This design comes from an exercise in tuning for small area, a short achievable clock period and few clock cycles per item on the open sky130 flow, not from production work. At most, simulation tests tie the RTL to the original design; equivalence was not proved.

==> job 5678: inputs <==
Design sensor_activity_gesture_detector, start of the top module:
module sensor_activity_gesture_detector (
   input  wire logic              clock,
   input  wire logic              reset,
   input  wire logic              req_valid,
   output logic                   req_ready,
   input  wire logic [31:0]       req_sample_time,
   input  wire logic [15:0]       req_raw_sample,
   output logic                   rsp_valid,
   input  wire logic              rsp_ready,
   output logic [15:0]            rsp_level,
   output logic                   rsp_active,
   output logic [1:0]             rsp_gesture_code,
   output logic [15:0]            rsp_window_min,
   output logic [15:0]            rsp_window_max,
   input  wire logic              csr_psel,
   input  wire logic              csr_penable,
   input  wire logic              csr_pwrite,
   input  wire logic [sagd_pkg::ADDR_W-1:0] csr_paddr,
   input  wire logic [63:0]       csr_pwdata,
   output logic [63:0]            csr_prdata,
   output logic                   csr_pready
);
   logic signed [15:0] raw_low_ff;
   logic signed [15:0] raw_high_ff;
   logic signed [32:0] scale_ff;
   logic [31:0]        thresh_ff;
   logic [15:0]        hold_ff;
   logic               csr_write;
   logic [32:0]        prdata_ff;
   assign csr_write  = csr_psel && csr_penable && csr_pwrite;
   assign csr_pready = 1'b1;
   always_ff @(posedge clock) begin
      if (reset) begin
         raw_low_ff  <= sagd_pkg::RST_RAW_LOW;
         raw_high_ff <= sagd_pkg::RST_RAW_HIGH;
  ...
export LEC_CHECK = 0
export CAP_MARGIN = 20
export CORE_MARGIN = 2
export CORE_UTILIZATION = 40
export SLEW_MARGIN = 20
export SYNTH_HIERARCHICAL = 1
create_clock -name core_clock -period 10.0 [get_ports {clock}]
run.sh (not shown) runs the stock make flow with config.mk's settings and CLKGATE_MAP_FILE= SYNTH_SCRIPT=/design/flow/synth_recipe.tcl, a recipe that flattens the netlist after the stock synthesis.
==> job 9956 (differences from job 5678) <==
Settings changed: ABC_CLOCK_PERIOD_IN_PS set to 5000, SETUP_SLACK_MARGIN set to 5.
==> results.txt <==
item                                                                            job 5678               job 9956
Result of the run                                                         finished clean         finished clean
Top achievable clock speed                                                       113 MHz                136 MHz
Hold Path Sink                                                     now1_ff[13]$_DFFE_PN_  now2_ff[22]$_DFFE_PN_
Buffers excl. clock                                                                  289                    613
Number of antenna violations at the first check in global routing                     15                     12
Number of multi-input logic gates                                                  4,855                  4,863
Met2 usage                                                                         35.7%                  37.8%
Amount of wire on met3 after detailed routing                                    13.9 mm                16.8 mm
Register-to-register path setup slack                                            1160 ps                2660 ps
DR iter-0 viols                                                                    4,003                  4,254
Setup repair after global routing missed its margin                                   no                    yes
DRT Wirelength                                                                    185 mm                 201 mm
Worst slew slack as a fraction of its limit                                        22.7%                  27.9%
Clock-cell share                                                                   3.78%                  3.87%
Reg2reg start                                                            flip_ff$_DFF_P_   mag0_ff[7]$_DFFE_PP_
Clock skew after layout                                                          44.3 ps                 101 ps
Required time worst endpoint                                                   10,420 ps              10,380 ps
Number of buffers and inverters on the critical path                                   1                      4
Highest fanout seen on the critical path                                              30                     20
Final weighted congestion in routability-driven placement                          0.902                  0.935
No run of this note included a check of the RTL's function; only the layout flow was run.

==> inputs of 10-27 <==
sensor_activity_gesture_detector, a different RTL version from the one above (not shown whole).
make LEC_CHECK=0 CAP_MARGIN=30 CORE_MARGIN=2 CORE_UTILIZATION=40 SETUP_SLACK_MARGIN=5 SLEW_MARGIN=20 SYNTH_HIERARCHICAL=1 finish   # period 10.0 ns
==> 01-16 (differences from 10-27) <==
--- a/flow/design.v
+++ b/flow/design.v
@@ -1114,10 +1114,11 @@
    logic signed [15:0] raw_high_ff;
    logic signed [32:0] scale_ff;
    logic [31:0]        thresh_ff;
    logic [15:0]        hold_ff;
    logic               csr_write;
+   logic [32:0]        prdata_ff;
    assign csr_write  = csr_psel && csr_penable && csr_pwrite;
    assign csr_pready = 1'b1;
    always_ff @(posedge clock) begin
       if (reset) begin
          raw_low_ff  <= sagd_pkg::RST_RAW_LOW;
@@ -1134,20 +1135,21 @@
             sagd_pkg::REG_HOLD_MS:   hold_ff     <= csr_pwdata[15:0];
             default: ;
          endcase
       end
    end
-   always_comb begin
+   always_ff @(posedge clock) begin
       unique case (csr_paddr[5:3])
-         sagd_pkg::REG_RAW_LOW:   csr_prdata = {48'd0, raw_low_ff};
-         sagd_pkg::REG_RAW_HIGH:  csr_prdata = {48'd0, raw_high_ff};
-         sagd_pkg::REG_SCALE:     csr_prdata = {31'd0, scale_ff};
-         sagd_pkg::REG_THRESHOLD: csr_prdata = {32'd0, thresh_ff};
-         sagd_pkg::REG_HOLD_MS:   csr_prdata = {48'd0, hold_ff};
-         default:                 csr_prdata = 64'd0;
+         sagd_pkg::REG_RAW_LOW:   prdata_ff <= {17'd0, raw_low_ff};
+         sagd_pkg::REG_RAW_HIGH:  prdata_ff <= {17'd0, raw_high_ff};
+         sagd_pkg::REG_SCALE:     prdata_ff <= scale_ff;
+         sagd_pkg::REG_THRESHOLD: prdata_ff <= {1'b0, thresh_ff};
+         sagd_pkg::REG_HOLD_MS:   prdata_ff <= {17'd0, hold_ff};
+         default:                 prdata_ff <= 33'd0;
       endcase
    end
+   assign csr_prdata = {31'd0, prdata_ff};
    logic        ordered;
    logic [15:0] span;
    logic        zero_ff;
    logic [32:0] h_ff;
    assign ordered = raw_low_ff < raw_high_ff;
@@ -1158,25 +1160,34 @@
    end
    logic        advance;
    logic        free0;
    logic        v0_ff, v1_ff, v2_ff;
    logic        rsp_valid_ff;
+   logic        skid_v_ff;
+   logic [15:0] skid_raw_ff;
+   logic [31:0] skid_now_ff;
    logic        accept;
    logic        commit;
    assign advance   = !rsp_valid_ff || rsp_ready;
    assign free0     = advance || !v0_ff;
-   assign req_ready = free0;
-   assign accept    = req_valid && free0;
+   assign req_ready = !skid_v_ff;
+   assign accept    = req_valid && !skid_v_ff;
    assign commit    = v2_ff && advance;
    always_ff @(posedge clock) begin
       if (reset) begin
+         skid_v_ff    <= 1'b0;
          v0_ff        <= 1'b0;
          v1_ff        <= 1'b0;
          v2_ff        <= 1'b0;
          rsp_valid_ff <= 1'b0;
       end else begin
-         if (free0) v0_ff <= req_valid;
+         if (free0) begin
+            skid_v_ff <= 1'b0;
+            v0_ff     <= skid_v_ff || accept;
+         end else if (accept) begin
+            skid_v_ff <= 1'b1;
+         end
          if (advance) begin
             v1_ff <= v0_ff;
             v2_ff <= v1_ff;
          end
          if (commit) begin
@@ -1184,18 +1195,24 @@
          end else if (rsp_ready) begin
             rsp_valid_ff <= 1'b0;
          end
       end
    end
+   always_ff @(posedge clock) begin
+      if (!skid_v_ff) begin
+         skid_raw_ff <= req_raw_sample;
+         skid_now_ff <= req_sample_time;
+      end
+   end
    logic [15:0] raw_in;
    logic [31:0] now_in;
    logic [15:0] mag;
    logic [8:0]  one, two, neg;
    logic [8:0]  one0_ff, two0_ff, neg0_ff;
    logic [31:0] now0_ff;
-   assign raw_in = req_raw_sample;
-   assign now_in = req_sample_time;
+   assign raw_in = skid_v_ff ? skid_raw_ff : req_raw_sample;
+   assign now_in = skid_v_ff ? skid_now_ff : req_sample_time;
    sagd_clamp u_clamp (
       .raw_sample (raw_in),
       .raw_low    (raw_low_ff),
       .raw_high   (raw_high_ff),
       .ordered    (ordered),
SETUP_SLACK_MARGIN = 3.5   (was 5)
==> 01-18 (differences from 10-27) <==
--- a/flow/design.v
+++ b/flow/design.v
@@ -1114,10 +1114,11 @@
    logic signed [15:0] raw_high_ff;
    logic signed [32:0] scale_ff;
    logic [31:0]        thresh_ff;
    logic [15:0]        hold_ff;
    logic               csr_write;
+   logic [32:0]        prdata_ff;
    assign csr_write  = csr_psel && csr_penable && csr_pwrite;
    assign csr_pready = 1'b1;
    always_ff @(posedge clock) begin
       if (reset) begin
          raw_low_ff  <= sagd_pkg::RST_RAW_LOW;
@@ -1134,20 +1135,21 @@
             sagd_pkg::REG_HOLD_MS:   hold_ff     <= csr_pwdata[15:0];
             default: ;
          endcase
       end
    end
-   always_comb begin
+   always_ff @(posedge clock) begin
       unique case (csr_paddr[5:3])
-         sagd_pkg::REG_RAW_LOW:   csr_prdata = {48'd0, raw_low_ff};
-         sagd_pkg::REG_RAW_HIGH:  csr_prdata = {48'd0, raw_high_ff};
-         sagd_pkg::REG_SCALE:     csr_prdata = {31'd0, scale_ff};
-         sagd_pkg::REG_THRESHOLD: csr_prdata = {32'd0, thresh_ff};
-         sagd_pkg::REG_HOLD_MS:   csr_prdata = {48'd0, hold_ff};
-         default:                 csr_prdata = 64'd0;
+         sagd_pkg::REG_RAW_LOW:   prdata_ff <= {17'd0, raw_low_ff};
+         sagd_pkg::REG_RAW_HIGH:  prdata_ff <= {17'd0, raw_high_ff};
+         sagd_pkg::REG_SCALE:     prdata_ff <= scale_ff;
+         sagd_pkg::REG_THRESHOLD: prdata_ff <= {1'b0, thresh_ff};
+         sagd_pkg::REG_HOLD_MS:   prdata_ff <= {17'd0, hold_ff};
+         default:                 prdata_ff <= 33'd0;
       endcase
    end
+   assign csr_prdata = {31'd0, prdata_ff};
    logic        ordered;
    logic [15:0] span;
    logic        zero_ff;
    logic [32:0] h_ff;
    assign ordered = raw_low_ff < raw_high_ff;
@@ -1158,25 +1160,34 @@
    end
    logic        advance;
    logic        free0;
    logic        v0_ff, v1_ff, v2_ff;
    logic        rsp_valid_ff;
+   logic        skid_v_ff;
+   logic [15:0] skid_raw_ff;
+   logic [31:0] skid_now_ff;
    logic        accept;
    logic        commit;
    assign advance   = !rsp_valid_ff || rsp_ready;
    assign free0     = advance || !v0_ff;
-   assign req_ready = free0;
-   assign accept    = req_valid && free0;
+   assign req_ready = !skid_v_ff;
+   assign accept    = req_valid && !skid_v_ff;
    assign commit    = v2_ff && advance;
    always_ff @(posedge clock) begin
       if (reset) begin
+         skid_v_ff    <= 1'b0;
          v0_ff        <= 1'b0;
          v1_ff        <= 1'b0;
          v2_ff        <= 1'b0;
          rsp_valid_ff <= 1'b0;
       end else begin
-         if (free0) v0_ff <= req_valid;
+         if (free0) begin
+            skid_v_ff <= 1'b0;
+            v0_ff     <= skid_v_ff || accept;
+         end else if (accept) begin
+            skid_v_ff <= 1'b1;
+         end
          if (advance) begin
             v1_ff <= v0_ff;
             v2_ff <= v1_ff;
          end
          if (commit) begin
@@ -1184,18 +1195,24 @@
          end else if (rsp_ready) begin
             rsp_valid_ff <= 1'b0;
          end
       end
    end
+   always_ff @(posedge clock) begin
+      if (!skid_v_ff) begin
+         skid_raw_ff <= req_raw_sample;
+         skid_now_ff <= req_sample_time;
+      end
+   end
    logic [15:0] raw_in;
    logic [31:0] now_in;
    logic [15:0] mag;
    logic [8:0]  one, two, neg;
    logic [8:0]  one0_ff, two0_ff, neg0_ff;
    logic [31:0] now0_ff;
-   assign raw_in = req_raw_sample;
-   assign now_in = req_sample_time;
+   assign raw_in = skid_v_ff ? skid_raw_ff : req_raw_sample;
+   assign now_in = skid_v_ff ? skid_now_ff : req_sample_time;
    sagd_clamp u_clamp (
       .raw_sample (raw_in),
       .raw_low    (raw_low_ff),
       .raw_high   (raw_high_ff),
       .ordered    (ordered),
==> impl_metrics.csv <==
group,metric,value,unit
synth,synth_compound_area_share,13.5,%
outcome,status,"no timing/DRC/antenna violations",
synth,synthAdderAreaFrac,28.8,%
timing,rsz0062_at_grt,"yes",
timing,skew,0.0912,ns
finish,buffers_excl_clock,445,
grt,use_met1,29.6,%
routing,drt-wirelength-per-cell,21.5,microns
The numbers above come from 01-18.

==> impl_metrics.csv <==
group,metric,value,unit
outcome,violatedChecks,"max-capacitance violations, max-slew violations",
outcome,status,"finished with violations",
timing,final_max_slew_viol_count,17,
flow_run,max_cap_violations,1,
grt,use_met1,32.2,%
routing,drt-wirelength-per-cell,22.2,microns
synth,synth_compound_area_share,13.8,%
timing,skew,0.0533,ns
synth,synthAdderAreaFrac,29.9,%
finish,buffers_excl_clock,554,
The numbers above come from 10-27.

==> impl_metrics.csv <==
group,metric,value,unit
outcome,status,"no timing/DRC/antenna violations",
finish,buffers_excl_clock,279,
worst_hold_path,hold_class,"flop to flop",
synth,synthAdderAreaFrac,28.8,%
grt,use_met1,28.9,%
setup_path,r2r_start,"h_ff[19]$_DFF_P_",
timing,skew,0.0791,ns
synth,synth_compound_area_share,13.5,%
timing,rsz0062_at_grt,"no",
The numbers above come from 01-16.

Testbench counts of 01-16, summed over its fixed seeds: cycles 10,192, items 9,600.
Testbench counts of 01-18, summed over its fixed seeds: cycles 10,192, items 9,600.
No functional check of the RTL was part of 10-27.

## separate check: timing with driven ports
How much do the figures lean on ideal ports? The routed layouts below were timed once more, with nothing changed but the port constraints.
Step 1 sets driving cells, clkbuf_16 on the clock port and buf_2 on the other inputs (assumed; they add their load-dependent delay and slew).
Step 2 moves the port delays by t, midway between the first and last clock arrival at a register: inputs arrive t later, outputs are due t later. That takes back most of the time a late clock gives input paths.
Three values: no drivers, after step 1, after step 2; two values: the first two.
| run | t, ns | slack for setup (ns) | worst setup path at the end | worst register clock-pin slew, ns | worst data-port slew with drivers (ns) |
|---|---|---|---|---|---|
| job 5678 | 0.769 | 1.157 / 1.157 / 1.157 | register to register | 0.08 / 0.08 | 0.20 |
| job 9956 | 0.776 | 2.658 / 2.658 / 2.658 | register to register | 0.07 / 0.07 | 0.24 |
| 10-27 | 0.774 | 4.256 / 4.256 / 4.256 | register to register | 0.07 / 0.07 | 0.30 |
| 01-16 | 0.782 | 3.649 / 3.649 / 3.649 | register to register | 0.07 / 0.07 | 0.22 |
| 01-18 | 0.791 | 4.388 / 4.388 / 4.294 | input to register | 0.08 / 0.08 | 0.21 |
For 01-18, which loses most, drivers alone change the setup slack by 0.000 ns; drivers and shift together by -0.094 ns.
